Source: an optimization exercise on an open RTL-to-GDS flow (aim: small area and a short achievable clock period). Production flows keep margins and buffers that such runs may drop.
Where RTL was checked, it was by simulation tests only, not by an equivalence proof against the original.
No driver is modelled on the clock port, so clock power and skew are understated where the tree is cut down; a real chip needs a root buffer or a tree.

==> run Z: inputs <==
Design fpm_top, start of the top module:
module fpm_top (
  input  logic        clk,
  input  logic        rst_n,
  input  logic [2:0]  r_mode,
  input  logic [31:0] fp_x,
  input  logic [31:0] fp_y,
  output logic [31:0] fp_z,
  output logic        ovrf,
  output logic        udrf
);
  logic [7:0] ex_i, ey_i;
  logic zx_i, zy_i, ix_i, iy_i, nx_i, ny_i;
  assign ex_i = fp_x[30:23];
  assign ey_i = fp_y[30:23];
  assign zx_i = ~|ex_i;    
  assign zy_i = ~|ey_i;
  assign ix_i = &ex_i & ~|fp_x[22:0];
  assign iy_i = &ey_i & ~|fp_y[22:0];
  assign nx_i = &ex_i & |fp_x[22:0];
  assign ny_i = &ey_i & |fp_y[22:0];
  logic sg_i;
  assign sg_i = fp_x[31] ^ fp_y[31];
  logic [9:0]  eb_q;    
  logic        nan_q, inf_q, zer_q, sg_q;
  logic        rne_q, rmm_q, rdir_q;   
  logic        v_q;     
  logic [22:0] fx_q, fy_q;
  logic [10:0] bneg_q;
  logic [11:0] bone_q, btwo_q;
  always_ff @(posedge clk) begin
    eb_q   <= {2'b00, ex_i} + {2'b00, ey_i} - 10'd127;
    nan_q  <= nx_i | ny_i | (ix_i & zy_i) | (iy_i & zx_i);
    inf_q  <= ix_i | iy_i;
    zer_q  <= zx_i | zy_i;
    sg_q   <= sg_i;
    rne_q  <= (r_mode == 3'd0);
    rmm_q  <= (r_mode == 3'd4);
  ...
clock: 12.5 ns
lec_check: 0
cap_margin: 20
core_margin: 2
core_utilization: 40
slew_margin: 20
synth_hierarchical: 1
standard.sh (not shown) runs the stock make flow with config.mk's settings and CLKGATE_MAP_FILE= SYNTH_SCRIPT=/design/flow/synth_recipe.tcl, a recipe that flattens the netlist after the stock synthesis.
==> flow/flow/run.sh <==
#!/bin/bash
set -euo pipefail
bash standard.sh synth > synth.log 2>&1
bash standard.sh finish SETUP_SLACK_MARGIN=6 > layout.log 2>&1
==> run G: changes against run Z <==
==> flow/flow/run.sh (replaced) <==
#!/bin/bash
set -euo pipefail
bash standard.sh synth > synth.log 2>&1
bash standard.sh finish SETUP_SLACK_MARGIN=7 > layout.log 2>&1
==> results.txt <==
	run Z	run G
Area overhead of the layout relative to synthesis	17.6%	27.1%
Seq area share	12.4%	12.1%
Routed length on met2	26.7 mm	28.0 mm
Buffers excl. clock	157	284
Number of cells in the design after placement	2369	2337
Outcome	complete, no violations	complete, no violations
Non-clock buffers, area share	8.08%	11.9%
Slew Limit Headroom	57.1%	38.4%
Post-CTS Setup Bufs	0	139
Slack of the worst reg-to-reg path	6.29 ns	6.66 ns
Type of destination of the critical path	primary output	flop
Final critical-path share of the clock period	49.7%	46.7%
DRT met1 WL	22.8 mm	25.0 mm
Combined area of the multi-input logic cells	14800 µm²	15300 µm²
R2R cell count	21	24
Relative area of clock buffers and inverters in the final design	2.95%	2.71%
Vias per cell	5.79	5.90

========
==> wip/quartz <==
fpm_top, a different RTL version from the one above (not shown whole).
clock: 12.5 ns
lec_check: 0
cap_margin: 20
core_margin: 2
core_utilization: 40
slew_margin: 20
synth_hierarchical: 1
==> flow/flow/run.sh <==
#!/bin/bash
# The standard synthesis and layout; repair aims for 7 ns of setup slack
set -euo pipefail
bash standard.sh synth > synth.log 2>&1
bash standard.sh finish SETUP_SLACK_MARGIN=7 "BUFFER_PORTS_ARGS=-buffer_cell sky130_fd_sc_hd__buf_2" > layout.log 2>&1
==> inputs of wip/amber, as changes to wip/quartz <==
==> flow/flow/run.sh (replaced) <==
#!/bin/bash
# The standard synthesis and layout; repair aims for 6 ns of setup slack
set -euo pipefail
bash standard.sh synth > synth.log 2>&1
bash standard.sh finish SETUP_SLACK_MARGIN=6 "BUFFER_PORTS_ARGS=-buffer_cell sky130_fd_sc_hd__buf_2" > layout.log 2>&1
==> results.txt <==
Setup ws final: wip/amber 6400 ps; wip/quartz 6950 ps
Share of the cycle needed by the critical path after routing: wip/amber 48.8%; wip/quartz 44.4%
Outcome: wip/amber timing/DRC/antenna clean; wip/quartz timing/DRC/antenna clean
Buffering stage count on the worst path with inverters included: wip/amber 2; wip/quartz 5
Post-CTS setup buffer count: wip/amber 0; wip/quartz 95
Multi-Input Combinational: wip/amber 1404; wip/quartz 1405
Finished Layout Cells: wip/amber 2383; wip/quartz 2469
Worst Setup Slack post-DPL: wip/amber 5830 ps; wip/quartz 6080 ps
Crit path arrival time: wip/amber 6410 ps; wip/quartz 5860 ps
Fill count: wip/amber 4098; wip/quartz 3945
Net count of the finished layout: wip/amber 2224; wip/quartz 2310
Met2 layer usage reported by global route: wip/amber 40.9%; wip/quartz 45.0%
DP HPWL: wip/amber 36800 um; wip/quartz 37100 um
Drt first-iter violations: wip/amber 961; wip/quartz 1194
Total routing usage reported by global routing: wip/amber 23.8%; wip/quartz 27.0%
Flip-flop and latch area: wip/amber 2470 um^2; wip/quartz 2620 um^2
Placement Cell Area: wip/amber 19100 um^2; wip/quartz 18900 um^2
Logic depth of the worst path, buffers included: wip/amber 20; wip/quartz 21
Number of vias per cell: wip/amber 5.77; wip/quartz 5.90
Post-layout instance area: wip/amber 19700 um^2; wip/quartz 21500 um^2
Worst clock skew: wip/amber 16.6 ps; wip/quartz 9.18 ps
Final wirelength: wip/amber 52300 um; wip/quartz 60500 um

========
==> v31 <==
fpm_top, a different RTL version from the one above (not shown whole).
export LEC_CHECK = 0
export CAP_MARGIN = 10
export CORE_MARGIN = 2
export CORE_UTILIZATION = 55
export CTS_BUF_LIST = sky130_fd_sc_hd__clkbuf_8
export SLEW_MARGIN = 10
export SYNTH_HIERARCHICAL = 1
create_clock -name core_clock -period 12.5 [get_ports {clk}]
==> flow/flow/run.sh <==
#!/bin/bash
# The standard synthesis and layout; repair aims for 7.25 ns of setup slack
set -euo pipefail
bash standard.sh synth > synth.log 2>&1
bash standard.sh finish SETUP_SLACK_MARGIN=7.25 "BUFFER_PORTS_ARGS=-buffer_cell sky130_fd_sc_hd__buf_2" > layout.log 2>&1
==> inputs of v39, as changes to v31 <==
--- a/flow/design.v
+++ b/flow/design.v
@@ -48,12 +48,13 @@
   assign sg_i = fp_x[31] ^ fp_y[31];
   logic [9:0]  eb_q;    
   logic        nan_q, inf_q, zer_q, sg_q;
   logic        rne_q, rmm_q, rdir_q;   
   logic        v_q;     
-  logic [22:0] fx_q, fy_q, fyn_q;
-  assign fyn_q = ~fy_q;    
+  logic [22:0] fx_q, fyn_q;    
+  logic [22:0] fy_q;
+  assign fy_q = ~fyn_q;
   logic [10:0] bneg_q;
   logic [11:0] bonen_q, btwon_q;    
   always_ff @(posedge clk) begin
     eb_q   <= {2'b00, ex_i} + {2'b00, ey_i} - 10'd127;
     nan_q  <= nx_i | ny_i | (ix_i & zy_i) | (iy_i & zx_i);
@@ -62,11 +63,11 @@
     sg_q   <= sg_i;
     rne_q  <= (r_mode == 3'd0);
     rmm_q  <= (r_mode == 3'd4);
     rdir_q <= ((r_mode == 3'd2) & sg_i) | ((r_mode == 3'd3) & ~sg_i);
     v_q    <= rst_n;
-    fy_q   <= fp_y[22:0];
+    fyn_q  <= ~fp_y[22:0];
     bneg_q <= bneg_i[10:0];
     bonen_q <= ~bone_i;
     btwon_q <= ~btwo_i;
   end
   logic [23:0] my;
@@ -502,10 +503,14 @@
   fpm_fa u_t565 (.a(pp11[23]), .b(t477), .c(t476), .s(t565), .co(t566));
   fpm_fa u_t567 (.a(~my[22]), .b(pp11[24]), .c(t478), .s(t567), .co(t568));
   logic [47:0] ra, rb;
   assign ra = {t568, t566, t564, t562, t560, t558, t556, t554, t552, t550, t548, t546, t544, t542, t540, t538, t536, t534, t532, t530, t528, t526, t524, t522, t520, t518, t516, t514, t512, t510, t508, t506, t504, t502, t500, t498, t496, t494, t492, t490, t488, t486, t484, t482, t480, t479, pp0[1], bneg[0]};
   assign rb = {~my[22], t567, t565, t563, t561, t559, t557, t555, t553, t551, t549, t547, t545, t543, t541, t539, t537, t535, t533, t531, t529, t527, t525, t523, t521, t519, t517, t515, t513, t511, t509, t507, t505, t503, t501, t499, t497, t495, t493, t491, t489, t487, t485, t483, t481, pp1[0], 1'b0, pp0[0]};
+  logic [21:0] zt;
+  assign zt = (ra[21:0] ^ rb[21:0]) ^ {(ra[20:0] | rb[20:0]), 1'b0};
+  logic st_lo;    
+  assign st_lo = |zt;
   logic [47:0] p;
   logic c23;
   logic g0_1, g0_3, q0_3, g0_5, q0_5, g0_7, q0_7, g0_9, q0_9, g0_11, q0_11, g0_13, q0_13, g0_15, q0_15, g0_17, q0_17, g0_19, q0_19, g0_21, q0_21, g0_23, q0_23, g0_25, q0_25, g0_27, q0_27, g0_29, q0_29, g0_31, q0_31, g0_33, q0_33, g0_35, q0_35, g0_37, q0_37, g0_39, q0_39, g0_41, q0_41, g0_43, q0_43, g0_45, q0_45, g1_3, g1_7, q1_7, g1_11, q1_11, g1_15, q1_15, g1_19, q1_19, n_g0_21, g1_22, n_q0_21, q1_22, g1_23, q1_23, n_g0_25, g1_26, n_q0_25, q1_26, g1_27, q1_27, n_g0_29, g1_30, n_q0_29, q1_30, g1_31, q1_31, n_g0_33, g1_34, n_q0_33, q1_34, g1_35, q1_35, n_g0_37, g1_38, n_q0_37, q1_38, g1_39, q1_39, n_g0_41, g1_42, n_q0_41, q1_42, g1_43, q1_43, n_g0_45, g1_46, n_q0_45, q1_46, g2_7, g2_15, q2_15, n_g1_19, g2_21, n_q1_19, q2_21, g2_22, q2_22, g2_23, q2_23, g2_28, q2_28, n_g1_27, g2_29, n_q1_27, q2_29, g2_30, q2_30, g2_31, q2_31, g2_36, q2_36, n_g1_35, g2_37, n_q1_35, q2_37, g2_38, q2_38, g2_39, q2_39, g2_44, q2_44, n_g1_43, g2_45, n_q1_43, q2_45, g2_46, q2_46, g3_15, n_g2_23, g3_24, n_q2_23, q3_24, g3_25, q3_25, g3_26, q3_26, g3_27, q3_27, g3_28, q3_28, g3_29, q3_29, g3_30, q3_30, g3_31, q3_31, n_g2_39, g3_40, n_q2_39, q3_40, g3_41, q3_41, g3_42, q3_42, g3_43, q3_43, g3_44, q3_44, g3_45, q3_45, g3_46, q3_46, g4_21, g4_22, n_g3_15, g4_23, g4_24, g4_25, g4_26, g4_27, g4_28, g4_29, g4_30, g4_31, n_g4_31, g5_32, g5_33, g5_34, g5_35, g5_36, g5_37, g5_38, g5_39, g5_40, g5_41, g5_42, g5_43, g5_44, g5_45, g5_46, n_g4_22;
   logic [47:0] ag, ap;
   assign ag = ra & rb;
@@ -733,14 +738,10 @@
   fpm_xnor2 u_sum43 (.a(ap[43]), .b(g5_42), .y(p[43]));
   fpm_xor2 u_sum44 (.a(ap[44]), .b(g5_43), .y(p[44]));
   fpm_xnor2 u_sum45 (.a(ap[45]), .b(g5_44), .y(p[45]));
   fpm_xor2 u_sum46 (.a(ap[46]), .b(g5_45), .y(p[46]));
   fpm_xor2 u_sum47 (.a(ap[47]), .b(g5_46), .y(p[47]));
-  logic [21:0] zt;
-  assign zt = ap[21:0] ^ {(ap[20:0] | ag[20:0]), 1'b0};    
-  logic st_lo;    
-  assign st_lo = |zt;
   logic live;    
   assign live = v_q & rst_n;
   logic nrm_c, inf_c, zer_c, nan_c, sg_c;
   assign nan_c = live & nan_q;
   assign inf_c = live & ~nan_q & inf_q;
==> flow/flow/run.sh (replaced) <==
#!/bin/bash
set -euo pipefail
bash standard.sh synth > synth.log 2>&1
bash standard.sh cts SETUP_SLACK_MARGIN=7.35 "BUFFER_PORTS_ARGS=-buffer_cell sky130_fd_sc_hd__buf_1" > cts.log 2>&1
SKEW_ODB=$PWD/orfs/results/sky130hd/fpm_top/base/4_cts.odb SKEW_GROUPS=3 openroad -no_init -exit flow/skew.tcl > skew.log 2>&1
bash standard.sh finish SETUP_SLACK_MARGIN=7.35 "BUFFER_PORTS_ARGS=-buffer_cell sky130_fd_sc_hd__buf_1" > layout.log 2>&1
==> flow/flow/skew.tcl (new file) <==
set odb $::env(SKEW_ODB)
read_db $odb
set block [ord::get_db_block]
set db [ord::get_db]
set lib [$db findMaster sky130_fd_sc_hd__clkbuf_16]
set clk [$block findNet clk]

set pats {eb_q* nan_q* inf_q* zer_q* sg_q* rne_q* rmm_q* rdir_q* v_q* fy_q* fyn_q* fx_q* bneg_q* bone_q* btwo_q* bonen_q* btwon_q* y3_q* xn_q* x1_q* x2_q* x3_q* x4_q*}
set r1 {}
foreach inst [$block getInsts] {
  set m [[$inst getMaster] getName]
  if {![string match *df* $m]} { continue }
  set n [$inst getName]
  foreach p $pats {
    if {[string match $p $n] && ![string match *2_q* $n] && ![string match *_q2* $n]} { lappend r1 $inst; break }
  }
}
puts "SKEW rank-1 registers: [llength $r1]"

# split them into groups by position, a buffer per group
set ngroups $::env(SKEW_GROUPS)
set pts {}
foreach inst $r1 {
  lassign [$inst getLocation] x y
  lappend pts [list $x $y $inst]
}
# k-means on the register positions
set k $ngroups
set cents {}
set sorted [lsort -integer -index 0 $pts]
for {set i 0} {$i < $k} {incr i} {
  set p [lindex $sorted [expr {int(($i + 0.5) * [llength $sorted] / $k)}]]
  lappend cents [list [lindex $p 0] [lindex $p 1]]
}
for {set it 0} {$it < 20} {incr it} {
  set groups {}
  for {set i 0} {$i < $k} {incr i} { lappend groups {} }
  foreach p $pts {
    set best 0; set bd 1e30
    for {set i 0} {$i < $k} {incr i} {
      lassign [lindex $cents $i] cx cy
      set d [expr {abs([lindex $p 0] - $cx) + abs([lindex $p 1] - $cy)}]
      if {$d < $bd} { set bd $d; set best $i }
    }
    lset groups $best [concat [lindex $groups $best] [list $p]]
  }
  set cents {}
  foreach g $groups {
    set sx 0; set sy 0
    foreach p $g { set sx [expr {$sx + [lindex $p 0]}]; set sy [expr {$sy + [lindex $p 1]}] }
    set n [expr {max(1, [llength $g])}]
    lappend cents [list [expr {int($sx / $n)}] [expr {int($sy / $n)}]]
  }
}
set gi 0
foreach grp $groups c $cents {
  if {[llength $grp] == 0} { continue }
  lassign $c cx cy
  set buf [odb::dbInst_create $block $lib "clkbuf_r1_$gi"]
  set net [odb::dbNet_create $block "clknet_r1_$gi"]
  $net setSigType CLOCK
  [$buf findITerm A] connect $clk
  [$buf findITerm X] connect $net
  $buf setLocation $cx $cy
  $buf setPlacementStatus PLACED
  foreach p $grp {
    set inst [lindex $p 2]
    set ck [$inst findITerm CLK]
    $ck disconnect
    $ck connect $net
  }
  puts "SKEW group $gi: [llength $grp] registers, buffer at $cx $cy"
  incr gi
}

# leaf buffers of the old tree that now drive no register, and their dummy loads
set idle {}
foreach inst [$block getInsts] {
  set m [[$inst getMaster] getName]
  if {![string match *clkbuf* $m] || [string match clkbuf_r1_* [$inst getName]]} { continue }
  set out [$inst findITerm X]
  set n [$out getNet]
  if {$n eq "NULL"} { continue }
  set sinks 0
  set dummies {}
  foreach it [$n getITerms] {
    set ii [$it getInst]
    if {$ii eq $inst} { continue }
    if {[string match clkload* [$ii getName]]} { lappend dummies $ii } else { incr sinks }
  }
  if {$sinks == 0 && [llength [$n getBTerms]] == 0} {
    lappend idle [list $inst $n $dummies]
  }
}
foreach e $idle {
  lassign $e inst n dummies
  puts "SKEW removing idle [$inst getName] and [llength $dummies] dummy loads"
  foreach d $dummies { odb::dbInst_destroy $d }
  odb::dbInst_destroy $inst
  odb::dbNet_destroy $n
}

if {[info exists ::env(SKEW_R2CELL)] && $::env(SKEW_R2CELL) ne ""} {
  set root [$block findInst clkbuf_0_clk]
  set dm [$db findMaster $::env(SKEW_R2CELL)]
  set d [odb::dbInst_create $block $dm "clkdly_r2"]
  set dn [odb::dbNet_create $block "clknet_r2_root"]
  $dn setSigType CLOCK
  set ra [$root findITerm A]
  $ra disconnect
  $ra connect $dn
  [$d findITerm A] connect $clk
  [$d findITerm X] connect $dn
  lassign [$root getLocation] rx ry
  $d setLocation $rx $ry
  $d setPlacementStatus PLACED
  puts "SKEW rank-2 tree behind $::env(SKEW_R2CELL)"
}

detailed_placement
check_placement
write_db $odb
Settings changed: CAP_MARGIN 10 to 20, PLACE_DENSITY set to 0.75, SLEW_MARGIN 10 to 20.
==> inputs of v23, as changes to v31 <==
--- a/flow/design.v
+++ b/flow/design.v
@@ -48,12 +48,13 @@
   assign sg_i = fp_x[31] ^ fp_y[31];
   logic [9:0]  eb_q;    
   logic        nan_q, inf_q, zer_q, sg_q;
   logic        rne_q, rmm_q, rdir_q;   
   logic        v_q;     
-  logic [22:0] fx_q, fy_q, fyn_q;
-  assign fyn_q = ~fy_q;    
+  logic [22:0] fx_q, fyn_q;    
+  logic [22:0] fy_q;
+  assign fy_q = ~fyn_q;
   logic [10:0] bneg_q;
   logic [11:0] bonen_q, btwon_q;    
   always_ff @(posedge clk) begin
     eb_q   <= {2'b00, ex_i} + {2'b00, ey_i} - 10'd127;
     nan_q  <= nx_i | ny_i | (ix_i & zy_i) | (iy_i & zx_i);
@@ -62,11 +63,11 @@
     sg_q   <= sg_i;
     rne_q  <= (r_mode == 3'd0);
     rmm_q  <= (r_mode == 3'd4);
     rdir_q <= ((r_mode == 3'd2) & sg_i) | ((r_mode == 3'd3) & ~sg_i);
     v_q    <= rst_n;
-    fy_q   <= fp_y[22:0];
+    fyn_q  <= ~fp_y[22:0];
     bneg_q <= bneg_i[10:0];
     bonen_q <= ~bone_i;
     btwon_q <= ~btwo_i;
   end
   logic [23:0] my;
@@ -502,10 +503,14 @@
   fpm_fa u_t565 (.a(pp11[23]), .b(t477), .c(t476), .s(t565), .co(t566));
   fpm_fa u_t567 (.a(~my[22]), .b(pp11[24]), .c(t478), .s(t567), .co(t568));
   logic [47:0] ra, rb;
   assign ra = {t568, t566, t564, t562, t560, t558, t556, t554, t552, t550, t548, t546, t544, t542, t540, t538, t536, t534, t532, t530, t528, t526, t524, t522, t520, t518, t516, t514, t512, t510, t508, t506, t504, t502, t500, t498, t496, t494, t492, t490, t488, t486, t484, t482, t480, t479, pp0[1], bneg[0]};
   assign rb = {~my[22], t567, t565, t563, t561, t559, t557, t555, t553, t551, t549, t547, t545, t543, t541, t539, t537, t535, t533, t531, t529, t527, t525, t523, t521, t519, t517, t515, t513, t511, t509, t507, t505, t503, t501, t499, t497, t495, t493, t491, t489, t487, t485, t483, t481, pp1[0], 1'b0, pp0[0]};
+  logic [21:0] zt;
+  assign zt = (ra[21:0] ^ rb[21:0]) ^ {(ra[20:0] | rb[20:0]), 1'b0};
+  logic st_lo;    
+  assign st_lo = |zt;
   logic [47:0] p;
   logic c23;
   logic g0_1, g0_3, q0_3, g0_5, q0_5, g0_7, q0_7, g0_9, q0_9, g0_11, q0_11, g0_13, q0_13, g0_15, q0_15, g0_17, q0_17, g0_19, q0_19, g0_21, q0_21, g0_23, q0_23, g0_25, q0_25, g0_27, q0_27, g0_29, q0_29, g0_31, q0_31, g0_33, q0_33, g0_35, q0_35, g0_37, q0_37, g0_39, q0_39, g0_41, q0_41, g0_43, q0_43, g0_45, q0_45, g1_3, g1_7, q1_7, g1_11, q1_11, g1_15, q1_15, g1_19, q1_19, n_g0_21, g1_22, n_q0_21, q1_22, g1_23, q1_23, n_g0_25, g1_26, n_q0_25, q1_26, g1_27, q1_27, n_g0_29, g1_30, n_q0_29, q1_30, g1_31, q1_31, n_g0_33, g1_34, n_q0_33, q1_34, g1_35, q1_35, n_g0_37, g1_38, n_q0_37, q1_38, g1_39, q1_39, n_g0_41, g1_42, n_q0_41, q1_42, g1_43, q1_43, n_g0_45, g1_46, n_q0_45, q1_46, g2_7, g2_15, q2_15, n_g1_19, g2_21, n_q1_19, q2_21, g2_22, q2_22, g2_23, q2_23, g2_28, q2_28, n_g1_27, g2_29, n_q1_27, q2_29, g2_30, q2_30, g2_31, q2_31, g2_36, q2_36, n_g1_35, g2_37, n_q1_35, q2_37, g2_38, q2_38, g2_39, q2_39, g2_44, q2_44, n_g1_43, g2_45, n_q1_43, q2_45, g2_46, q2_46, g3_15, n_g2_23, g3_24, n_q2_23, q3_24, g3_25, q3_25, g3_26, q3_26, g3_27, q3_27, g3_28, q3_28, g3_29, q3_29, g3_30, q3_30, g3_31, q3_31, n_g2_39, g3_40, n_q2_39, q3_40, g3_41, q3_41, g3_42, q3_42, g3_43, q3_43, g3_44, q3_44, g3_45, q3_45, g3_46, q3_46, g4_21, g4_22, n_g3_15, g4_23, g4_24, g4_25, g4_26, g4_27, g4_28, g4_29, g4_30, g4_31, n_g4_31, g5_32, g5_33, g5_34, g5_35, g5_36, g5_37, g5_38, g5_39, g5_40, g5_41, g5_42, g5_43, g5_44, g5_45, g5_46, n_g4_22;
   logic [47:0] ag, ap;
   assign ag = ra & rb;
@@ -733,14 +738,10 @@
   fpm_xnor2 u_sum43 (.a(ap[43]), .b(g5_42), .y(p[43]));
   fpm_xor2 u_sum44 (.a(ap[44]), .b(g5_43), .y(p[44]));
   fpm_xnor2 u_sum45 (.a(ap[45]), .b(g5_44), .y(p[45]));
   fpm_xor2 u_sum46 (.a(ap[46]), .b(g5_45), .y(p[46]));
   fpm_xor2 u_sum47 (.a(ap[47]), .b(g5_46), .y(p[47]));
-  logic [21:0] zt;
-  assign zt = ap[21:0] ^ {(ap[20:0] | ag[20:0]), 1'b0};    
-  logic st_lo;    
-  assign st_lo = |zt;
   logic live;    
   assign live = v_q & rst_n;
   logic nrm_c, inf_c, zer_c, nan_c, sg_c;
   assign nan_c = live & nan_q;
   assign inf_c = live & ~nan_q & inf_q;
==> flow/flow/run.sh (replaced) <==
#!/bin/bash
set -euo pipefail
bash standard.sh synth > synth.log 2>&1
bash standard.sh cts SETUP_SLACK_MARGIN=7.5 "BUFFER_PORTS_ARGS=-buffer_cell sky130_fd_sc_hd__buf_2" > cts.log 2>&1
SKEW_ODB=$PWD/orfs/results/sky130hd/fpm_top/base/4_cts.odb SKEW_GROUPS=3 openroad -no_init -exit flow/skew.tcl > skew.log 2>&1
bash standard.sh finish SETUP_SLACK_MARGIN=7.5 "BUFFER_PORTS_ARGS=-buffer_cell sky130_fd_sc_hd__buf_2" > layout.log 2>&1
==> flow/flow/skew.tcl (new file) <==
set odb $::env(SKEW_ODB)
read_db $odb
set block [ord::get_db_block]
set db [ord::get_db]
set lib [$db findMaster sky130_fd_sc_hd__clkbuf_16]
set clk [$block findNet clk]

set pats {eb_q* nan_q* inf_q* zer_q* sg_q* rne_q* rmm_q* rdir_q* v_q* fy_q* fyn_q* fx_q* bneg_q* bone_q* btwo_q* bonen_q* btwon_q* y3_q* xn_q* x1_q* x2_q* x3_q* x4_q*}
set r1 {}
foreach inst [$block getInsts] {
  set m [[$inst getMaster] getName]
  if {![string match *df* $m]} { continue }
  set n [$inst getName]
  foreach p $pats {
    if {[string match $p $n] && ![string match *2_q* $n] && ![string match *_q2* $n]} { lappend r1 $inst; break }
  }
}
puts "SKEW rank-1 registers: [llength $r1]"

# split them into groups by position, a buffer per group
set ngroups $::env(SKEW_GROUPS)
set pts {}
foreach inst $r1 {
  lassign [$inst getLocation] x y
  lappend pts [list $x $y $inst]
}
# k-means on the register positions
set k $ngroups
set cents {}
set sorted [lsort -integer -index 0 $pts]
for {set i 0} {$i < $k} {incr i} {
  set p [lindex $sorted [expr {int(($i + 0.5) * [llength $sorted] / $k)}]]
  lappend cents [list [lindex $p 0] [lindex $p 1]]
}
for {set it 0} {$it < 20} {incr it} {
  set groups {}
  for {set i 0} {$i < $k} {incr i} { lappend groups {} }
  foreach p $pts {
    set best 0; set bd 1e30
    for {set i 0} {$i < $k} {incr i} {
      lassign [lindex $cents $i] cx cy
      set d [expr {abs([lindex $p 0] - $cx) + abs([lindex $p 1] - $cy)}]
      if {$d < $bd} { set bd $d; set best $i }
    }
    lset groups $best [concat [lindex $groups $best] [list $p]]
  }
  set cents {}
  foreach g $groups {
    set sx 0; set sy 0
    foreach p $g { set sx [expr {$sx + [lindex $p 0]}]; set sy [expr {$sy + [lindex $p 1]}] }
    set n [expr {max(1, [llength $g])}]
    lappend cents [list [expr {int($sx / $n)}] [expr {int($sy / $n)}]]
  }
}
set gi 0
foreach grp $groups c $cents {
  if {[llength $grp] == 0} { continue }
  lassign $c cx cy
  set buf [odb::dbInst_create $block $lib "clkbuf_r1_$gi"]
  set net [odb::dbNet_create $block "clknet_r1_$gi"]
  $net setSigType CLOCK
  [$buf findITerm A] connect $clk
  [$buf findITerm X] connect $net
  $buf setLocation $cx $cy
  $buf setPlacementStatus PLACED
  foreach p $grp {
    set inst [lindex $p 2]
    set ck [$inst findITerm CLK]
    $ck disconnect
    $ck connect $net
  }
  puts "SKEW group $gi: [llength $grp] registers, buffer at $cx $cy"
  incr gi
}

# leaf buffers of the old tree that now drive no register, and their dummy loads
set idle {}
foreach inst [$block getInsts] {
  set m [[$inst getMaster] getName]
  if {![string match *clkbuf* $m] || [string match clkbuf_r1_* [$inst getName]]} { continue }
  set out [$inst findITerm X]
  set n [$out getNet]
  if {$n eq "NULL"} { continue }
  set sinks 0
  set dummies {}
  foreach it [$n getITerms] {
    set ii [$it getInst]
    if {$ii eq $inst} { continue }
    if {[string match clkload* [$ii getName]]} { lappend dummies $ii } else { incr sinks }
  }
  if {$sinks == 0 && [llength [$n getBTerms]] == 0} {
    lappend idle [list $inst $n $dummies]
  }
}
foreach e $idle {
  lassign $e inst n dummies
  puts "SKEW removing idle [$inst getName] and [llength $dummies] dummy loads"
  foreach d $dummies { odb::dbInst_destroy $d }
  odb::dbInst_destroy $inst
  odb::dbNet_destroy $n
}

detailed_placement
check_placement
write_db $odb
Settings changed: CAP_MARGIN 10 to 20, SLEW_MARGIN 10 to 20.
==> summary of the runs <==
- Critical path depth, highest first: v31, v39, v23.
- Die area is the same in v39 and v23.
- Global-route usage: v39 < v31 < v23.
- Non-clock buffer count: v39 < v23 < v31.
- Register-to-register slack: v23 > v39 > v31.
- The highest first-iteration DRC count belongs to v39, the lowest to v23.
==> figures <==
|  | v31 | v23 | v39 |
|---|---|---|---|
| Run status | timing/DRC/antenna clean | timing/DRC/antenna clean | timing/DRC/antenna clean |
| GR Util met3 | 8.59% | 10.9% | 9.31% |
| Sequential cell area | 2540 µm² | 2690 µm² | 2620 µm² |
| Highest achievable clock rate | 190 MHz | 203 MHz | 198 MHz |
| Crit. Startpoint | fy_q[18]$_DFF_P_ | p_q[5]$_DFF_P_ | fyn_q[12]$_DFF_P_ |
| Maximum number of pins on one net before global-route repair | 27 | 33 | 34 |
| Post-DR vias/cell | 6.37 | 6.49 | 6.45 |
| Number of standard-cell rows in the floorplan | 64 | 65 | 65 |
| Ratio of layout area to synthesized area | 1.210x | 1.154x | 1.116x |
| Critical Path Sink | p_q[14]$_DFF_P_ | fp_z[22] | p_q[15]$_DFF_P_ |
| Critical path depth in cells | 19 | 7 | 17 |
| Synth Area in Adders | 38.1% | 37.9% | 37.9% |
| Utilization after layout | 68.0% | 64.0% | 61.9% |
Function not checked in v31: the RTL went through the layout flow alone.

-- static timing again, ports no longer ideal --
Ports are ideal in the flow. The routed layouts listed here were re-timed in OpenROAD. Step 1, drivers: a clkbuf_16 drives clk and a buf_2 each remaining input, both assumed. Step 2, shift: input delay + t, output delay - t, t = (earliest + latest rising clock arrival at the registers) / 2. This alone moves slack from input paths to output paths. Three values: ideal ports, drivers, drivers and shift; two values: the first two.
| run | t, ns | setup slack, ns | clock arrival spread, ns | slew at the worst register clock pin (ns) |
|---|---|---|---|---|
| run Z | 0.490 | 6.289 / 6.233 / 6.289 | 0.009 / 0.009 | 0.06 / 0.06 |
| run G | 0.492 | 6.658 / 6.658 / 6.658 | 0.009 / 0.009 | 0.06 / 0.06 |
| wip/quartz | 0.488 | 6.946 / 6.946 / 6.946 | 0.010 / 0.009 | 0.06 / 0.06 |
| wip/amber | 0.481 | 6.396 / 6.393 / 6.396 | 0.017 / 0.017 | 0.06 / 0.06 |
| v31 | 0.532 | 7.237 / 7.237 / 7.237 | 0.016 / 0.016 | 0.08 / 0.08 |
| v39 | 0.334 | 7.455 / 7.370 / 7.455 | 0.196 / 0.197 | 0.11 / 0.11 |
| v23 | 0.356 | 7.581 / 7.475 / 7.626 | 0.213 / 0.213 | 0.11 / 0.11 |
After both steps every run listed still meets setup and hold.
